Source: an optimization exercise on an open RTL-to-GDS flow (aim: small area, a short achievable clock period and few clock cycles per item). Production flows keep margins and buffers that such runs may drop. Only simulation tests tie the RTL to the original design; equivalence was not proved. Power and IR drop assume default switching activity.

--- run.sh ---
#!/bin/bash
# synth_recipe.tcl (not shown) runs the flow's synth.tcl, then flattens the netlist and writes it again
# the make line also repeats each setting of config.mk as NAME=value (left out here)
make -C /OpenROAD-flow-scripts/flow DESIGN_CONFIG=/design/flow/config.mk WORK_HOME=/design/flow/orfs CLKGATE_MAP_FILE= SYNTH_SCRIPT=/design/flow/synth_recipe.tcl finish
--- config.mk ---
export PLATFORM = sky130hd
export DESIGN_NAME = counter_based_task_scheduler
export DESIGN_NICKNAME = counter_based_task_scheduler
export VERILOG_FILES = /design/flow/design.v
export SDC_FILE = /design/flow/constraint.sdc
export NUM_CORES = 4
export LEC_CHECK = 0
export CAP_MARGIN = 20
export CORE_MARGIN = 2
export CORE_UTILIZATION = 40
export SLEW_MARGIN = 20
--- constraint.sdc ---
create_clock -name core_clock -period 10.0 [get_ports {clk}]
set_input_delay 2.0000 -clock core_clock [delete_from_list [all_inputs] [get_ports {clk}]]
set_output_delay 2.0000 -clock core_clock [all_outputs]
set_load 0.01 [all_outputs]
--- design.v ---
package cbts_pkg;
    typedef logic [1:0] mode_t;
    localparam mode_t MODE_TICK  = 2'd0;
    localparam mode_t MODE_SCHED = 2'd1;
    localparam mode_t MODE_WRITE = 2'd2;
    localparam mode_t MODE_NONE  = 2'd3;
    localparam logic [1:0] TS_RUNNABLE = 2'd0;
    localparam logic [1:0] TS_SLEEPING = 2'd1;
    localparam logic [7:0]  FULL_SLICE  = 8'hff;
    localparam logic [15:0] TPS_DEFAULT = 16'd100;
    typedef struct packed {
        logic        used;
        logic [1:0]  status;
        logic [7:0]  slice;
        logic [7:0]  nice;
        logic [31:0] alarm;
    } slot_entry_t;
    typedef logic [3:0] state_t;
    localparam state_t ST_IDLE    = 4'd0;
    localparam state_t ST_WRITE   = 4'd1;
    localparam state_t ST_TICK_RD = 4'd2;
    localparam state_t ST_TICK_WR = 4'd3;
    localparam state_t ST_PASS1   = 4'd4;
    localparam state_t ST_DECIDE1 = 4'd5;
    localparam state_t ST_PASS2   = 4'd6;
    localparam state_t ST_DECIDE2 = 4'd7;
    localparam state_t ST_FINISH  = 4'd8;
    typedef struct packed {
        logic accept;
        logic pass_start;
        logic refill;
        logic pass_run;
        logic write_slot;
        logic tick_rd;
        logic tick_wr;
        logic set_run;
        logic load_out;
    } cmd_t;
    typedef struct packed {
        logic pass_done;
        logic any_runnable;
        logic found;
    } sts_t;
endpackage
module counter_based_task_scheduler
#(
    parameter int SLOTS = 16
)
(
    input  logic        clk,
    input  logic        rst_n,
    input  logic        cfg_wr_en,
    input  logic [15:0] cfg_wr_data,
    input  logic        in_valid,
    output logic        in_stall,
    input  logic [1:0]  mode,
    input  logic [3:0]  slot,
    input  logic        used,
    input  logic [1:0]  task_status,
    input  logic [7:0]  slice_left,
    input  logic [7:0]  niceness,
    input  logic [31:0] wake_tick,
    output logic        out_valid,
    input  logic        out_stall,
    output logic [3:0]  current_task,
    output logic        switched,
    output logic        refilled,
    output logic [31:0] tick_total,
    output logic [31:0] seconds_up
);
    logic [SLOTS-1:0] used_r;
    logic [1:0]       status_r [SLOTS];
    logic [7:0]       slice_r  [SLOTS];
    logic [7:0]       rnice_r  [SLOTS];    
    logic [31:0]      alarm_r  [SLOTS];
    logic [SLOTS-1:0] anz_r;               
    logic [SLOTS-1:0] ripe_r;              
    logic [3:0]  run_r;
    logic [31:0] tick_r;
    logic [15:0] sub_r;
    logic [31:0] secs_r;
    logic [15:0] tps_r;
    logic        ov_r;
    logic        sw_r;
    logic        rf_r;
    logic accept;
    assign in_stall = ov_r && out_stall;
    assign accept   = in_valid && !in_stall;
    logic do_tick, do_sched, do_write;
    assign do_tick  = accept && (mode == 2'd0);
    assign do_sched = accept && (mode == 2'd1);
    assign do_write = accept && (mode == 2'd2);
    logic [32:0] tick_inc;
    logic [15:0] sub_inc;
    logic        sec_roll;
    assign tick_inc = {1'b0, tick_r} + 33'd1;
    assign sub_inc  = sub_r + 16'd1;
    assign sec_roll = (sub_inc >= tps_r);
    logic [7:0] run_slice;
    assign run_slice = slice_r[run_r];
    logic [SLOTS-1:0] consid, wake, runnable, has;
    logic [7:0]       cand [SLOTS];
    logic             any_run, refill;
    always_comb
    begin
        for (int i = 0; i < SLOTS; i++)
        begin
            consid[i]   = (i == 0) || used_r[i];
            wake[i]     = consid[i] && (status_r[i] == 2'd1) && anz_r[i] && ripe_r[i];
            runnable[i] = consid[i] && ((status_r[i] == 2'd0) || wake[i]);
            has[i]      = runnable[i] && (slice_r[i] != 8'd0);
        end
    end
    assign any_run = |runnable;
    assign refill  = any_run && !(|has);
    always_comb
        for (int i = 0; i < SLOTS; i++)
            cand[i] = refill ? rnice_r[i] : slice_r[i];
    logic [SLOTS-1:0] alive [9];
    logic [SLOTS-1:0] hit   [8];
    always_comb
    begin
        alive[8] = runnable;
        for (int b = 7; b >= 0; b--)
        begin
            for (int i = 0; i < SLOTS; i++)
                hit[b][i] = alive[b+1][i] && cand[i][b];
            alive[b] = (|hit[b]) ? hit[b] : alive[b+1];
        end
    end
    logic [3:0] best;
    always_comb
    begin
        best = 4'd0;
        for (int i = SLOTS - 1; i >= 0; i--)
            if (alive[0][i])
                best = 4'(i);
    end
    always_ff @(posedge clk or negedge rst_n)
    begin
        if (!rst_n)
        begin
            ov_r   <= 1'b0;
            sw_r   <= 1'b0;
            rf_r   <= 1'b0;
            run_r  <= 4'd0;
            tick_r <= 32'd0;
            sub_r  <= 16'd0;
            secs_r <= 32'd0;
            tps_r  <= 16'd100;
            used_r <= '0;
        end
        else
        begin
            ov_r <= accept || (ov_r && out_stall);
            if (cfg_wr_en)
                tps_r <= cfg_wr_data;
            if (accept)
            begin
                sw_r <= 1'b0;
                rf_r <= 1'b0;
            end
            if (do_tick)
            begin
                tick_r <= tick_inc[31:0];
                if (sec_roll)
                begin
                    sub_r  <= 16'd0;
                    secs_r <= secs_r + 32'd1;
                end
                else
                    sub_r <= sub_inc;
            end
            if (do_sched)
            begin
                run_r <= best;
                sw_r  <= (best != run_r);
                rf_r  <= refill;
            end
            if (do_write)
                used_r[slot] <= used;
        end
    end
    for (genvar i = 0; i < SLOTS; i++)
    begin : g_slot
        logic        wr_i, dec_i;
        assign wr_i  = do_write && (slot == 4'(i));
        assign dec_i = do_tick && (run_r == 4'(i)) && (run_slice != 8'd0);
        if (i == 0)
        begin : g_rst
            always_ff @(posedge clk or negedge rst_n)
            begin
                if (!rst_n)
                begin
                    status_r[i] <= 2'd0;
                    slice_r[i]  <= 8'd0;
                    rnice_r[i]  <= 8'hff;
                end
                else
                begin
                    if (wr_i)
                    begin
                        status_r[i] <= task_status;
                        slice_r[i]  <= slice_left;
                        rnice_r[i]  <= ~niceness;
                    end
                    else
                    begin
                        if (do_sched && wake[i])
                            status_r[i] <= 2'd0;
                        if (dec_i)
                            slice_r[i] <= run_slice - 8'd1;
                        else if (do_sched && refill && runnable[i])
                            slice_r[i] <= rnice_r[i];
                    end
                end
            end
        end
        else
        begin : g_nrst
            always_ff @(posedge clk)
            begin
                if (wr_i)
                begin
                    status_r[i] <= task_status;
                    slice_r[i]  <= slice_left;
                    rnice_r[i]  <= ~niceness;
                end
                else
                begin
                    if (do_sched && wake[i])
                        status_r[i] <= 2'd0;
                    if (dec_i)
                        slice_r[i] <= run_slice - 8'd1;
                    else if (do_sched && refill && runnable[i])
                        slice_r[i] <= rnice_r[i];
                end
            end
        end
        always_ff @(posedge clk)
        begin
            if (wr_i)
            begin
                alarm_r[i] <= wake_tick;
                anz_r[i]   <= (wake_tick != 32'd0);
                ripe_r[i]  <= (tick_r >= wake_tick);
            end
            else
            begin
                if (do_sched && wake[i])
                    anz_r[i] <= 1'b0;
                if (do_tick)
                    ripe_r[i] <= (alarm_r[i] == tick_inc[31:0]) || (ripe_r[i] && !tick_inc[32]);
            end
        end
    end
    assign out_valid    = ov_r;
    assign current_task = run_r;
    assign switched     = sw_r;
    assign refilled     = rf_r;
    assign tick_total   = tick_r;
    assign seconds_up   = secs_r;
endmodule
==> impl_results.md <==
- Hold buffers post-CTS: 0
- EDFF count, synth: 814
- All-Layer GR Usage: 27.8%
- Critical path's most frequent cell: buf_4
- Yosys top cell by area: edfxtp_1
- Synthesis warning total: 8
- Crit path max-delay family: compound AO/OA/AOI/OAI gates
- CTS tree: built
- First-pass GRT wire length: 255000 um
- Power per cell area: ~230 nW/um^2
- GPL Wtd Cong: 1.01
- Crit path capture type: flop
- Syn Nets: 4335
- Die Ht: 355 um
- P_leak: about 21 nW
- Num CTS Buffers: 102
- Layout cells sized above 1: 14.9%
- Core Footprint: 122000 um^2
- Worst path max stage delay: 0.71 ns
- Initial core utilization: 40.4%
- GRT Residual Overflow: 0
- Io pins: 150
- Clock slew at reported path FFs: 0.06 ns
- Final setup vio count: 0
- Worst rel slew slack: between 20% and 30%
- Arr. time, crit path: 10.21 ns
- Min-Delay Startpoint: secs_r[31]$_DFFE_PN0P_
- Library cells used by synthesis: 102
- Worst Hold Path EP: secs_r[31]$_DFFE_PN0P_
- Worst R2R End: sw_r$_DFFE_PN0P_
- Syn-to-layout area delta: 19.1%
- Worst-Skew Late Latency: 0.75 ns
- Vias per std cell: slightly below 6
- Post-route clock period utilization: 95.8%
- 1st-iter DRT viols: 4715
- Top cells by area, synth: edfxtp_1, dfrtp_1, xor2_1
- WP data required: approximately 11 ns
- Async SR Flop Fraction: between 10 and 15%
- Worst-margin pin slew: 1.16 ns
- Final WL: 178000 um
- Htree depth: 3
- Hold path depth: 1
- Clk buf depth: 3
- Syn Std Cell Area: 49400 um^2
- Synth Area per Inst: roughly 12 um^2
- Die Area: ~130000 um^2
- Final Instance Count excl. Fillers: 6355
- Post-route ant nets: 0
- Outcome: timing/DRC/antenna clean
- Max FO, Critical Path: 18
- Drt pass-1 iters: 6
- Most common cell in the synthesized netlist: edfxtp_1
- Chip Width: between 300 and 400 um
- CP bufs+invs: 8
- Overall Power: 13.5 mW
- Worst r2r src: slice_r[1][0]$_DFFE_PP_
- Final Hold Viols: 0
- Setup ws final: 0.421 ns
- # nets final: 4780
- Post-Synthesis Cells: approximately 4200
- Clock sinks: 950
- Vias: 37100
- Post-route design area: around 60000 um^2
- Unrepaired setup endpoints after global routing: false
- Top FF cell, synth: edfxtp_1
- Register-to-register setup slack: between 0.4 and 0.5 ns
- Number of global-route vias before repair: between 30000 and 40000
- Final min period: 9.58 ns
- Pre-CTS WS: 0.256 ns
- Drt wl/cell: 28.0 um
- Placed cell count: around 6000
- Skew final: 0.0568 ns
- Critical Path Slowest Stage Cell: nor4_1
- Detailed Place HPWL: 129000 um
- Max-slew violations: 0
- Row count: between 100 and 150
- Hold Path Class: reg2reg
- IO buf count: 149
- Synthesized flop and latch total: 950
- # DRC: 0
- MaxCap Viol Count: 0
- Initial antenna violation count: 8
- Root buf cell: clkbuf_16
- VDD IR max: 0.395 mV
- Diode count: 0
- Synth top area share: 49.5%
- Setup TNS: 0 ns
- R2R depth: 37
- Achievable frequency: 104 MHz
- Register area share after synthesis: between 50% and 60%
- Cell area after placement: 55200 um^2
- CP Launch Type: flop
- Largest net degree at the start of global routing: 75
- Crit Path Class: reg2reg
- Synth top cells by count: edfxtp_1, nand2_1, xor2_1
-- worst reg2reg max path, delay by kind of cell, from the launching register on --
| family | cells | cell delay [ns] |
|---|---|---|
| buf+inv | 8 | 1.61 |
| flops | 1 | 0.47 |
| mux | 1 | 0.27 |
| simple gates | 10 | 3.40 |
| compound gates | 18 | 3.75 |
-- worst max path at each step --
stage	cells after the start	from	slack, ns	end
floorplan	32	slice_r[2][0]$_DFFE_PP_	1.87	sw_r$_DFFE_PN0P_
global placement	38	slice_r[12][0]$_DFFE_PP_	0.43	sw_r$_DFFE_PN0P_
detailed placement	37	slice_r[12][0]$_DFFE_PP_	0.26	sw_r$_DFFE_PN0P_
CTS	37	slice_r[12][0]$_DFFE_PP_	0.29	sw_r$_DFFE_PN0P_
global route	39	slice_r[4][0]$_DFFE_PP_	0.0005	sw_r$_DFFE_PN0P_
finish	37	slice_r[1][0]$_DFFE_PP_	0.42	sw_r$_DFFE_PN0P_
-- power breakdown --
part	internal [mW]	switching [mW]
registers	4.37	0.0929
clock network	2.20	1.67
logic	1.89	3.24
-- placed cells by master, fill, tap and decap left out, types with 75 or more instances in the layout --
cell | synthesis | final
buf_4 | 5 | 361
xor2_1 | 316 | 311
nor2_1 | 145 | 142
nor3_1 | 101 | 100
o21ai_0 | 253 | 253
a21oi_1 | 115 | 115
clkdlybuf4s50_1 | 0 | 148
nand2_1 | 418 | 418
and3_1 | 84 | 84
clkbuf_16 | 0 | 103
nand3_1 | 187 | 187
edfxtp_1 | 814 | 814
mux2i_1 | 208 | 208
inv_1 | 106 | 90
dfrtp_1 | 125 | 123
nor4_1 | 81 | 75
xnor2_1 | 308 | 281
-- flip-flops by register name, indices dropped and copies added, names as in the netlist, 32 cells and up --
signal	flops
slice_r	128
tick_r	32
status_r	32
secs_r	32
rnice_r	128
alarm_r	512
-- routing by layer --
layer / wire [um] / share of wire [%] / up-vias / track usage [%]
met5: 77 / 0.043 / - / 0
met4: 9360 / 5.3 / 12 / 13.6
met3: 14600 / 8.2 / 351 / 4.97
met2: 79000 / 44 / 1710 / 42.7
met1: 74600 / 42 / 18500 / 38.1
li1: - / - / 16600 / -
-- kinds of logic after synthesis --
kind of cell / share of synthesized area (%)
and+or+nand+nor: 12.2
adders and majority gates: 1.47
xor gates and xnor gates: 11.1
buffers and inverters: 2.34
DFF: 56.4
AOI/OAI and AO/OA: 10.8
muxes: 5.72
-- final cells by class --
| class | count | area (um^2) |
|---|---|---|
| inverters | 108 | 407 |
| repair buffers | 517 | 4320 |
| clock buffers | 130 | 2760 |
| multi-input cells | 2965 | 20700 |
| flip-flops and latches | 950 | 27900 |
| fillers | 11000 | 63400 |
| clock inverters | 60 | 671 |
| well taps | 1625 | 2030 |
-- stage by stage --
step	hold WS (ns)	util, %
after global placement	0.461	45.2
final	0.478	48.1
after floorplan	0.467	-
after global routing	0.508	48.1
after CTS	0.484	48.0
after detailed placement	0.472	45.2
-- repair_timing --
| item | in CTS | in global routing |
|---|---|---|
| endpoints found under the setup margin | 0 | 4 |
| resized for setup | 0 | 8 |
| setup buffers | 0 | 2 |
Testbench counts, summed over its fixed seeds: cycles 9,608, items 9,600.

## re-timing with driven ports
Ports are ideal in the flow. The routed layout listed here was re-timed in OpenROAD.
Step 1 assumes that a clkbuf_16 drives the clock port and a buf_2 every other input.
Step 2 adds t to the input delays and takes it off the output delays; t is the mean of the earliest and latest rising clock arrival at the registers after step 1. Input paths then give back, and output paths get back, about the clock's delay inside the block.
a / b / c = no drivers / after step 1 / after step 2; a / b = the first two.
t (ns): 0.791
setup slack, ns: 0.421 / 0.421 / 0.421
hold slack, ns: 0.478 / 0.478 / 0.478
worst setup path at the end: register to register
After both steps setup and hold are still met in this run. The setup slack of this run moves by 0.000 ns with the drivers and by 0.000 ns with both steps.
